This design comes from an exercise in tuning for small area, a short achievable clock period and few clock cycles on the open sky130 flow, not from production work.
In this exercise RTL edits were held to simulation tests only and were not proved equivalent to the original.
No activity file was given, so power comes from the tool's default toggle rates.

## flow/design.v

```verilog
package nqbs_pkg;
  localparam int DEF_MAX_QUEENS = 16;
  localparam int CFG_IDX_W  = 1;
  localparam int CFG_DATA_W = 32;
  localparam int BOARD_W    = 5;
  localparam int BUDGET_W   = 32;
  localparam logic [CFG_IDX_W-1:0] REG_BOARD_SIZE  = 1'd0;
  localparam logic [CFG_IDX_W-1:0] REG_STEP_BUDGET = 1'd1;
  localparam logic [BOARD_W-1:0]  BOARD_RST  = 5'd8;
  localparam logic [BUDGET_W-1:0] BUDGET_RST = 32'd1000000;
  localparam int IN_TDATA_W  = 8;
  localparam int OUT_TDATA_W = 16;
endpackage
import nqbs_pkg::*;
module n_queens_backtrack_search
#(
  parameter int MAX_QUEENS = DEF_MAX_QUEENS
) (
  input  logic                   clk,
  input  logic                   rst_n,
  input  logic                   cfg_valid,
  output logic                   cfg_ready,
  input  logic [CFG_IDX_W-1:0]   cfg_index,
  input  logic [CFG_DATA_W-1:0]  cfg_data,
  input  logic                   in_tvalid,
  output logic                   in_tready,
  input  logic [IN_TDATA_W-1:0]  in_tdata,    
  output logic                   out_tvalid,
  input  logic                   out_tready,
  output logic [OUT_TDATA_W-1:0] out_tdata,
  output logic                   out_tlast
);
  logic [4:0]  n_r;           
  logic [31:0] budget_r;
  logic        idle_r, search_r, emit_r;
  logic [31:0] rem_r;         
  logic [3:0]  col_r;         
  logic [4:0]  rs_r;          
  logic [3:0]  q_r;           
  logic [3:0]  rows_r [16];   
  logic [3:0]  best_r [16];
  logic [4:0]  depth_r;
  logic [15:0] cm_r;          
  logic [30:0] ld_r;          
  logic [30:0] rd_r;          
  logic        solved_r, ran_out_r;
  logic [3:0]  k_r;           
  assign cfg_ready  = 1'b1;
  assign in_tready  = idle_r;
  assign out_tvalid = emit_r;
  logic [5:0]  rem_s;
  logic [6:0]  lim_c;         
  logic [6:0]  lim_p;         
  logic [15:0] att_c, att_p, av_c, av_p, avb_c, avb_p;
  logic [15:0] oh_c, oh_p, oh_q, oh_q2;
  logic [15:0] pre_c, pre_p;
  logic [15:0] ge_rs, lt_n, gt_q, lt_limc, lt_limp, eq_limc, eq_limp;
  logic [3:0]  f_c, f_p;
  logic        any_c, any_p, adv, repl, fail_ok, dbl_ok;
  logic        mv_adv, mv_repl, mv_dbl, stop, stop_solved, stop_ranout;
  logic [3:0]  q2, q3;
  logic [5:0]  k_steps;
  logic [31:0] rem_nx;
  assign rem_s = (|rem_r[31:6]) ? 6'd63 : rem_r[5:0];
  assign lim_c = 7'(rs_r) + 7'(rem_s);
  assign lim_p = lim_c + 7'(q_r) + 7'd16 - 7'(n_r);
  always_comb begin
    for (int j = 0; j < 16; j++) begin
      ge_rs[j]   = (5'(j) >= rs_r);
      lt_n[j]    = (5'(j) <  n_r);
      gt_q[j]    = (4'(j) >  q_r);
      oh_q[j]    = (4'(j) == q_r);
      oh_q2[j]   = (4'(j) == q2);
      lt_limc[j] = (7'(j) <  lim_c);
      lt_limp[j] = (7'(j + 16) < lim_p);
      eq_limc[j] = (7'(j + 1) == lim_c);
      eq_limp[j] = (7'(j + 17) == lim_p);
      att_c[j]   = cm_r[j] | ld_r[j]     | rd_r[j + 15];
      att_p[j]   = cm_r[j] | ld_r[j + 1] | rd_r[j + 14];
    end
  end
  assign av_c  = ~att_c & ge_rs & lt_n;
  assign av_p  = ~att_p & gt_q & lt_n;
  assign avb_c = av_c & lt_limc;
  assign avb_p = av_p & lt_limp;
  assign any_c = |av_c;
  assign any_p = |av_p;
  assign adv   = |avb_c;
  assign repl  = |avb_p;
  always_comb begin
    pre_c[0] = 1'b0;
    pre_p[0] = 1'b0;
    for (int j = 1; j < 16; j++) begin
      pre_c[j] = pre_c[j-1] | avb_c[j-1];
      pre_p[j] = pre_p[j-1] | avb_p[j-1];
    end
  end
  assign oh_c = avb_c & ~pre_c;
  assign oh_p = avb_p & ~pre_p;
  always_comb begin
    f_c = '0;
    f_p = '0;
    for (int j = 0; j < 16; j++) begin
      if (oh_c[j]) f_c = f_c | 4'(j);
      if (oh_p[j]) f_p = f_p | 4'(j);
    end
  end
  assign fail_ok = (7'(n_r) < lim_c);
  assign dbl_ok  = (7'(n_r) + 7'd16 < lim_p);
  assign q2 = rows_r[col_r - 4'd2];
  assign q3 = rows_r[col_r - 4'd3];
  always_comb begin
    mv_adv = 1'b0; mv_repl = 1'b0; mv_dbl = 1'b0;
    stop_solved = 1'b0; stop_ranout = 1'b0; stop = 1'b0;
    if (adv) begin
      mv_adv = 1'b1;
      if (5'(col_r) + 5'd1 == n_r) begin
        stop = 1'b1; stop_solved = 1'b1;
      end else if (|(oh_c & eq_limc)) begin
        stop = 1'b1; stop_ranout = 1'b1;
      end
    end else if (any_c || !fail_ok) begin
      stop = 1'b1; stop_ranout = 1'b1;
    end else if (col_r == 4'd0) begin
      stop = 1'b1;
    end else if (repl) begin
      mv_repl = 1'b1;
      if (|(oh_p & eq_limp)) begin
        stop = 1'b1; stop_ranout = 1'b1;
      end
    end else if (any_p || !dbl_ok) begin
      stop = 1'b1; stop_ranout = 1'b1;
    end else if (col_r == 4'd1) begin
      stop = 1'b1;
    end else begin
      mv_dbl = 1'b1;
      if (7'(n_r) + 7'd17 == lim_p) begin
        stop = 1'b1; stop_ranout = 1'b1;
      end
    end
  end
  always_comb begin
    if (mv_adv) k_steps = 6'(f_c) + 6'd1 - 6'(rs_r);
    else if (mv_repl) k_steps = 6'(n_r) + 6'd1 - 6'(rs_r) + 6'(f_p) - 6'(q_r);
    else k_steps = 6'(n_r) + 6'd1 - 6'(rs_r) + 6'(n_r) - 6'(q_r);
  end
  assign rem_nx = rem_r - 32'(k_steps);
  logic [30:0] ld_dbl, rd_dbl;
  assign ld_dbl = ld_r & ~(31'(oh_q) << 1) & ~(31'(oh_q2) << 2);
  assign rd_dbl = rd_r & ~(31'(oh_q) << 14) & ~(31'(oh_q2) << 13);
  logic take;
  assign take = idle_r & in_tvalid & in_tdata[0];
  always_ff @(posedge clk) begin
    if (!rst_n) begin
      n_r      <= 5'(BOARD_RST);
      budget_r <= BUDGET_RST;
      idle_r   <= 1'b1;
      search_r <= 1'b0;
      emit_r   <= 1'b0;
    end else begin
      if (cfg_valid) begin
        if (cfg_index == REG_BOARD_SIZE) begin
          if (cfg_data[4:0] == 5'd0) n_r <= 5'd1;
          else if (cfg_data[4:0] > 5'd16) n_r <= 5'd16;
          else n_r <= cfg_data[4:0];
        end else begin
          budget_r <= cfg_data;
        end
      end
      if (idle_r) begin
        if (take) begin
          idle_r <= 1'b0;
          if (budget_r == 32'd0 || n_r == 5'd1) emit_r <= 1'b1;
          else search_r <= 1'b1;
        end
      end else if (search_r) begin
        if (stop) begin
          search_r <= 1'b0;
          emit_r   <= 1'b1;
        end
      end else if (emit_r) begin
        if (out_tready && (5'(k_r) + 5'd1 == n_r)) begin
          emit_r <= 1'b0;
          idle_r <= 1'b1;
        end
      end
    end
  end
  always_ff @(posedge clk) begin
    if (idle_r) begin
      rem_r     <= budget_r - 32'd1;
      col_r     <= 4'd1;
      rs_r      <= 5'd0;
      q_r       <= 4'd0;
      rows_r[0] <= 4'd0;
      best_r[0] <= 4'd0;
      depth_r   <= (budget_r == 32'd0) ? 5'd0 : 5'd1;
      cm_r      <= 16'h0001;
      ld_r      <= 31'h0000_0002;
      rd_r      <= 31'h0000_4000;
      solved_r  <= (budget_r != 32'd0) && (n_r == 5'd1);
      ran_out_r <= (budget_r == 32'd0);
      k_r       <= 4'd0;
    end else if (search_r) begin
      rem_r <= rem_nx;
      if (mv_adv) begin
        rows_r[col_r] <= f_c;
        q_r   <= f_c;
        rs_r  <= 5'd0;
        col_r <= col_r + 4'd1;
        cm_r  <= cm_r | oh_c;
        ld_r  <= {ld_r[29:0] | {14'd0, oh_c}, 1'b0};
        rd_r  <= {1'b0, rd_r[30:1] | {oh_c, 14'd0}};
        if (5'(col_r) == depth_r) begin
          depth_r <= depth_r + 5'd1;
          for (int i = 0; i < 16; i++) begin
            best_r[i] <= (4'(i) == col_r) ? f_c : rows_r[i];
          end
        end
      end else if (mv_repl) begin
        rows_r[col_r - 4'd1] <= f_p;
        q_r  <= f_p;
        rs_r <= 5'd0;
        cm_r <= (cm_r & ~oh_q) | oh_p;
        ld_r <= (ld_r & ~{14'd0, oh_q, 1'b0}) | {14'd0, oh_p, 1'b0};
        rd_r <= (rd_r & ~{1'b0, oh_q, 14'd0}) | {1'b0, oh_p, 14'd0};
      end else if (mv_dbl) begin
        q_r   <= q3;
        rs_r  <= 5'(q2) + 5'd1;
        col_r <= col_r - 4'd2;
        cm_r  <= cm_r & ~oh_q & ~oh_q2;
        ld_r  <= ld_dbl >> 2;
        rd_r  <= rd_dbl << 2;
      end
      if (stop) begin
        solved_r  <= stop_solved;
        ran_out_r <= stop_ranout;
      end
    end else if (emit_r) begin
      if (out_tready) k_r <= k_r + 4'd1;
    end
  end
  logic placed;
  assign placed    = (5'(k_r) < depth_r);
  assign out_tdata = {ran_out_r,
                      solved_r,
                      depth_r,
                      placed,
                      placed ? best_r[k_r] : 4'd0,
                      k_r};
  assign out_tlast = (5'(k_r) + 5'd1 == n_r);
endmodule
```

## flow/run.sh

```bash
#!/bin/bash
# synth_recipe.tcl (not shown) runs the flow's synth.tcl, then flattens the netlist and writes it again
# the make line also repeats each setting of config.mk as NAME=value (left out here)
make -C /OpenROAD-flow-scripts/flow DESIGN_CONFIG=/design/flow/config.mk WORK_HOME=/design/flow/orfs CLKGATE_MAP_FILE= SYNTH_SCRIPT=/design/flow/synth_recipe.tcl finish
```

## flow/config.mk

```make
export PLATFORM = sky130hd
export DESIGN_NAME = n_queens_backtrack_search
export DESIGN_NICKNAME = n_queens_backtrack_search
export VERILOG_FILES = /design/flow/design.v
export SDC_FILE = /design/flow/constraint.sdc
export NUM_CORES = 4
export LEC_CHECK = 0
export CAP_MARGIN = 20
export CORE_MARGIN = 2
export CORE_UTILIZATION = 40
export SLEW_MARGIN = 20
```

## flow/constraint.sdc

```tcl
create_clock -name core_clock -period 10.0 [get_ports {clk}]
set_input_delay 2.0000 -clock core_clock [delete_from_list [all_inputs] [get_ports {clk}]]
set_output_delay 2.0000 -clock core_clock [all_outputs]
set_load 0.01 [all_outputs]
```

==> run summary <==
Max stage delay on crit path=0.56 ns; H-tree levels=2; GPL Wtd Cong=1.01; Sw Ratio=29.8%; initial drt markers=1750; clock buffer depth=3; Clock Power Share=37.6%; Slew Viols, Final=0; fin cells=3219; gr usage total=27.9%; DRC viols=0; Max-Cap Viols=0; Avg Vias per Cell=6.22; Final Hold Vio Count=0; Synth Register Bits=302; starting density of the core=40.3%; Final setup viols=0; IO Pins=66; port bufs=57; crit path DAT=9.93 ns; vias=20000; Post-synth top cells=nand2_1, nor2_1, edfxtp_1; cell count after synthesis=2343; Inst Count DP=3136; Clk Tree Root Cell=clkbuf_16; crit path max-delay cell type=fa_1; CP endpoint=rem_r[24]; min cycle time layout=9.66 ns; Cell Int Power=2570 uW; core area=0.0523 mm^2; DRT Pass-1 Iters=7; peak supply drop=129 uV; power share of the combinational group=24.1%; Sink Count=302; leakage=0.00906 uW; CP Class=reg -> reg; sequential area share after synthesis=36.4%; worst reg2reg endpoint=rem_r[24]; CTS hold repair buffers=0; proportion of layout cells with a drive suffix above 1=18.6%; Routed Antenna Nets=0; Num CTS Buffers=36; Yosys warning count=2; P per Cell Area=146 mW/mm^2; Slew @ Worst Pin=1.09 ns; worst skew pair latency=0.55 ns; syn nets=2485; asr flop ratio synth=0%; hpwl dp=56100 um; row cnt=84; clock transition at the registers of the reported paths=0.06 ns; first-pass GRT wire length=117000 um; endpoint class of the critical path=flop; Worst Path Max Fanout=7; Post-Route WL=77200 um; die span in x=234 um; post-synth top area share=23.2%; Final TNS setup=0 ns; most common cell in the netlist=nand2_1; WHS=0.468 ns; number of global-route vias before repair=19600; crit path from=rem_r[24]; initial antenna violation count=1; Critical Path RT=10.27 ns; leading cell types by total area after synthesis=edfxtp_1, dfxtp_1, nand2_1; fmax=104 MHz; Worst Skew=0.0213 ns; largest net degree at the start of global routing=85; Synth Cell Area=0.0211 mm^2; Die Y=234 um; Netlist cell types=114; prevailing post-synth register cell=edfxtp_1; Post-synth EDFFs=163; CTS tree=yes; nets@finish=2645; Critical R2R Launch=rem_r[24]; Flop pwr share=38.3%; Die ar.=0.0546 mm^2; Post-Syn Area per Cell=9.00 um^2; Tightest Hold Check Type=reg -> reg; global route overflow=0; WL/cell=24.0 um; P_sw=1090 uW; period utilization=96.6%; R2R Setup Slk=0.34 ns; status=no timing/DRC/antenna violations; # diodes=0; Area Overhead vs Synth=18.8%; area leader, netlist=edfxtp_1; cell depth of the worst flop-to-flop path=38; Worst setup SP type=flop; Slew HR=26.9%
-- cells in the final DEF (no fill, tap or decap), types with 15 or more instances in the layout --
| master | count |
|---|---|
| clkdlybuf4s50_1 | 57 |
| buf_4 | 206 |
| or3_1 | 19 |
| a21oi_1 | 123 |
| nand3_1 | 70 |
| and2_1 | 16 |
| xnor2_1 | 54 |
| nand4_1 | 26 |
| ha_1 | 76 |
| nor2b_1 | 28 |
| a221oi_1 | 30 |
| nor4_1 | 28 |
| inv_1 | 73 |
| o22ai_1 | 21 |
| or2_2 | 15 |
| dfxtp_1 | 137 |
| a22oi_1 | 16 |
| xor2_1 | 51 |
| mux2_1 | 19 |
| a31oi_1 | 26 |
| mux2_2 | 46 |
| nor3_1 | 80 |
| o211ai_1 | 15 |
| a21o_1 | 15 |
| o21ai_0 | 139 |
| mux4_2 | 38 |
| edfxtp_1 | 163 |
| a21boi_0 | 43 |
| nor2_1 | 200 |
| nand2_1 | 277 |
| clkbuf_16 | 37 |
-- how the worst min path moves through the flow --
stage             start        to  cells after the start
3_3_place_gp    ld_r[0]   ld_r[0]                      2
5_1_grt        rd_r[30]  rd_r[30]                      2
2_1_floorplan  rd_r[30]  rd_r[30]                      2
3_5_place_dp    ld_r[0]   ld_r[0]                      2
6_report        ld_r[0]   ld_r[0]                      2
4_1_cts         ld_r[0]   ld_r[0]                      2
-- per-stage QoR --
step	total power (uW)	utilization, %	area [um^2]	setup slack, ns
2_1_floorplan	1880	-	21100	0.0161
3_3_place_gp	2210	44.8	23400	-0.286
3_5_place_dp	2220	44.8	23500	-0.328
4_1_cts	3600	47.3	24700	0.00883
5_1_grt	3790	47.9	25100	-0.0390
6_report	3660	47.9	25100	0.340
-- state kept, by name, indices dropped and copies added, names as in the netlist, 4 cells and up --
| signal | count |
|---|---|
| col_r | 4 |
| cm_r | 16 |
| rem_r | 32 |
| ld_r | 31 |
| q_r | 4 |
| depth_r | 5 |
| rd_r | 31 |
| best_r | 64 |
| budget_r | 32 |
| n_r | 5 |
| rs_r | 5 |
| k_r | 4 |
| rows_r | 64 |
-- power groups by stage --
stage	logic (uW)	clock network, uW	registers, uW
2_1_floorplan	474	0	1400
3_3_place_gp	788	0	1420
3_5_place_dp	798	0	1420
4_1_cts	817	1390	1400
5_1_grt	953	1430	1400
6_report	882	1380	1400
-- per-layer routing --
layer	routed length, um	GRT usage, %	part of all wire, %
met3	5460	3.60	7.1
met1	31900	36.2	41
met2	35500	45.6	46
met4	4320	14.0	5.6
met5	0	0	0
-- cell type report --
class | count | area [um^2]
repair buffers | 266 | 2140
inverters | 77 | 289
flip-flops and latches | 302 | 7680
fillers | 4959 | 27300
well taps | 688 | 861
clock buffers | 47 | 975
multi-input cells | 1820 | 12900
clock inverters | 19 | 235
-- timing repair --
action | in CTS | in global routing
endpoints found under the setup margin | 19 | 22
setup buffers | 4 | 13
resized for setup | 13 | 53
pin swaps | 4 | 31
-- cell families after synthesis --
| family | synth area share, % |
|---|---|
| other cells | 0.0178 |
| xor+xnor | 4.44 |
| flops | 36.4 |
| simple gates | 20.3 |
| fa+ha+maj | 6.26 |
| buf+inv | 4.13 |
| compound gates | 20.3 |
| mux | 8.19 |
-- worst max-delay path: cells and delay by family (launching register included) --
family | cells | cell delay [ns]
adder cells (fa/ha/maj) | 6 | 2.45
multiplexers | 1 | 0.10
AND/OR/NAND/NOR | 13 | 3.35
AO/OA/AOI/OAI | 11 | 2.13
flip-flops | 1 | 0.39
buffers and inverters | 6 | 0.77
XOR/XNOR | 1 | 0.18
Testbench counts, summed over its fixed seeds: cycles 220,473.

## afterwards: timing with drivers on the ports
The flow's constraints put no driver on any port. The routed layout listed below was extracted and timed again, unchanged, in two steps.
Step 1, drivers: a clkbuf_16 drives clk and a buf_2 each remaining input, both assumed.
Step 2 also shifts input and output timing later by t, the mid clock arrival at the registers, as if the neighbouring blocks saw the same clock.
Three values: ideal ports, drivers, drivers and shift; two values: the first two.
shift t [ns]: 0.589
setup WS [ns]: 0.340 / 0.340 / 0.340
worst setup path at the end: register to register
slew at the worst register clock pin (ns): 0.07 / 0.07
After both steps setup and hold are still met in this run. The setup slack of this run moves by 0.000 ns with the drivers and by 0.000 ns with both steps.
